Context: an optimization exercise on an open-source flow, tuned for small area. The choices shown serve that exercise and are no tape-out recipe. Function was checked by simulation only, so behaviour that the tests miss may differ from the original.

wip/willow:
## fse_lms_updater
module fse_lms_updater (
   input  logic         clk,
   input  logic         i_reset,
   input  logic [7:0]   i_is_data_I,
   input  logic [7:0]   i_is_data_Q,
   input  logic         i_ctrl,
   input  logic         i_baud,
   input  logic [11:0]  i_fse_I,
   input  logic [11:0]  i_fse_Q,
   input  logic         i_en_rx,
   input  logic         i_en_lms,
   output logic [71:0]  o_taps_I,
   output logic [71:0]  o_taps_Q,
   output logic         o_en_taps,
   output logic         o_overrun
);
==> flow/config.mk <==
export PLATFORM = sky130hd
export DESIGN_NAME = fse_lms_updater
export DESIGN_NICKNAME = fse_lms_updater
export VERILOG_FILES = /design/flow/design.v
export SDC_FILE = /design/flow/constraint.sdc
export NUM_CORES = 4
export LEC_CHECK = 0
export CAP_MARGIN = 20
export CORE_MARGIN = 2
export CORE_UTILIZATION = 40
export CTS_BUF_LIST = sky130_fd_sc_hd__clkbuf_4
export SLEW_MARGIN = 20
export SYNTH_HIERARCHICAL = 1
==> flow/constraint.sdc <==
create_clock -name core_clock -period 13.0 [get_ports {clk}]
set_input_delay 2.6000 -clock core_clock [delete_from_list [all_inputs] [get_ports {clk}]]
set_output_delay 2.6000 -clock core_clock [all_outputs]
set_load 0.01 [all_outputs]
run.sh (not shown) runs the stock make flow with config.mk's settings and CLKGATE_MAP_FILE= SYNTH_SCRIPT=/design/flow/synth_recipe.tcl, a recipe that flattens the netlist after the stock synthesis.
Inputs modified between wip/willow and wip/harbor:
--- a/flow/design.v
+++ b/flow/design.v
@@ -37,26 +37,35 @@
    assign w_valid = (w_pos < r_fill);
    always_ff @(posedge clk) begin
       r_rI  <= w_valid ? r_xI[w_pos*8 +: 8] : 8'sd0;
       r_rQ  <= w_valid ? r_xQ[w_pos*8 +: 8] : 8'sd0;
       r_ptr <= w_pos - 4'd1 + {3'd0, i_ctrl};
    end
    logic signed [11:0] r_eI, r_eQ, w_eInI, w_eInQ;
-   assign w_eInI = i_fse_I[11] ? (i_fse_I + 12'sd362) : (i_fse_I - 12'sd362);
-   assign w_eInQ = i_fse_Q[11] ? (i_fse_Q + 12'sd362) : (i_fse_Q - 12'sd362);
+   localparam logic [11:0] DEC = 12'd362;
+   logic [12:0] w_ceI, w_ceQ;
+   assign w_ceI[0] = ~i_fse_I[11];
+   assign w_ceQ[0] = ~i_fse_Q[11];
+   for (genvar i = 0; i < 12; i++) begin : g_err
+      logic w_kI, w_kQ;
+      assign w_kI = DEC[i] ? i_fse_I[11] : ~i_fse_I[11];
+      assign w_kQ = DEC[i] ? i_fse_Q[11] : ~i_fse_Q[11];
+      lms_fa u_faI (.a(i_fse_I[i]), .b(w_kI), .c(w_ceI[i]), .s(w_eInI[i]), .co(w_ceI[i+1]));
+      lms_fa u_faQ (.a(i_fse_Q[i]), .b(w_kQ), .c(w_ceQ[i]), .s(w_eInQ[i]), .co(w_ceQ[i+1]));
+   end
    always_ff @(posedge clk) begin
       if (w_idle) begin
          r_eI <= w_eInI;
          r_eQ <= w_eInQ;
       end
    end
-   logic [179:0] r_aI, r_aQ;
+   logic [179:0] r_aIn, r_aQn;
    logic signed [19:0] w_hI, w_hQ;
-   assign w_hI = r_stale ? ((r_cnt == 4'd5) ? 20'sh20000 : 20'sd0) : r_aI[19:0];
-   assign w_hQ = r_stale ? 20'sd0 : r_aQ[19:0];
+   assign w_hI = r_stale ? ((r_cnt == 4'd5) ? 20'sh20000 : 20'sd0) : ~r_aIn[19:0];
+   assign w_hQ = r_stale ? 20'sd0 : ~r_aQn[19:0];
    logic signed [11:0] w_eI, w_eQ;
    logic signed [7:0]  w_rI, w_rQ;
    assign w_eI = r_eI;
    assign w_eQ = r_eQ;
    assign w_rI = r_rI;
    assign w_rQ = r_rQ;
    logic [20:0] w_nI, w_nQ;
@@ -1307,30 +1316,30 @@
    wire [11:0] dpi_hs = dpi_ha + dpi_hb + {11'd0, dpi_t620};
    assign w_nQ = {dpi_hs, dpi_t619, dpi_t617, dpi_t615, dpi_t613, dpi_t611, dpi_t609, dpi_t607, dpi_t605, dpi_t603};
    logic [19:0] w_sI, w_sQ;
    assign w_sI = (w_nI[20] != w_nI[19]) ? {w_nI[20], {19{~w_nI[20]}}} : w_nI[19:0];
    assign w_sQ = (w_nQ[20] != w_nQ[19]) ? {w_nQ[20], {19{~w_nQ[20]}}} : w_nQ[19:0];
    always_ff @(posedge clk) begin
       if (w_step) begin
-         r_aI <= {w_sI, r_aI[179:20]};
-         r_aQ <= {w_sQ, r_aQ[179:20]};
+         r_aIn <= {~w_sI, r_aIn[179:20]};
+         r_aQn <= {~w_sQ, r_aQn[179:20]};
       end
    end
-   logic [71:0] r_tI, r_tQ;
+   logic [71:0] r_tIn, r_tQn;
    always_ff @(posedge clk) begin
       if (w_commit) begin
          for (int k = 0; k < 9; k++) begin
-            r_tI[k*8 +: 8] <= r_aI[(8-k)*20 + 12 +: 8];
-            r_tQ[k*8 +: 8] <= r_aQ[(8-k)*20 + 12 +: 8];
+            r_tIn[k*8 +: 8] <= r_aIn[(8-k)*20 + 12 +: 8];
+            r_tQn[k*8 +: 8] <= r_aQn[(8-k)*20 + 12 +: 8];
          end
       end
    end
    localparam logic [71:0] TAPS_I_RST = 72'h20 << 32;
-   assign o_taps_I = r_stale ? TAPS_I_RST : r_tI;
-   assign o_taps_Q = r_stale ? 72'd0 : r_tQ;
+   assign o_taps_I = r_stale ? TAPS_I_RST : ~r_tIn;
+   assign o_taps_Q = r_stale ? 72'd0 : ~r_tQn;
    always_ff @(posedge clk or posedge i_reset) begin
       if (i_reset) begin
          r_cnt     <= 4'd0;
          r_stale   <= 1'b1;
          r_fill    <= 4'd0;
          o_en_taps <= 1'b0;
          o_overrun <= 1'b0;
@@ -1353,11 +1362,15 @@
       end
    end
 endmodule
 module lms_fa (input logic a, input logic b, input logic c, output logic s, output logic co);
    assign s  = a ^ b ^ c;
    assign co = (a & b) | (a & c) | (b & c);
 endmodule
+module lms_bsel (input logic one, input logic two, input logic neg, input logic x, input logic xm,
+                 output logic pp);
+   assign pp = ((one & x) | (two & xm)) ^ neg;
+endmodule
 module lms_ha (input logic a, input logic b, output logic s, output logic co);
    assign s  = a ^ b;
    assign co = a & b;
 endmodule
## What came out
wip/harbor vs. wip/willow: layout overhead on the synthesized area went down by 0.21 points.
Synthesized instance count, wip/harbor and wip/willow: smaller value in wip/harbor
Taking wip/willow as the reference, in wip/harbor wire length of the first global-routing pass went down by about 5%; net count of the finished layout went down by 183.
Changes observed in wip/harbor relative to wip/willow: fraction of area in registers rose by 1.7 points, cell area dropped 1300 um2.
Between wip/harbor and wip/willow, the post-detailed-route via-to-cell ratio is lower for wip/harbor.

re-timing with driven ports:
The flow's constraints put no driver on any port. The routed layouts listed below were extracted and timed again, unchanged, in two steps. Step 1, drivers: a clkbuf_16 drives clk and a buf_2 each remaining input, both assumed. Step 2 also shifts input and output timing later by t, the mid clock arrival at the registers, as if the neighbouring blocks saw the same clock. a / b / c = ideal / step 1 / step 2; a / b = the first two.
| run | t (ns) | setup slack, ns | hold WS [ns] | worst register clock-pin slew, ns |
|---|---|---|---|---|
| wip/willow | 1.049 | 1.463 / 1.463 / 1.463 | 0.382 / 0.382 / 0.382 | 0.07 / 0.07 |
| wip/harbor | 1.089 | 1.832 / 1.832 / 1.832 | 0.382 / 0.382 / 0.382 | 0.08 / 0.08 |
After both steps every run listed still meets setup and hold.
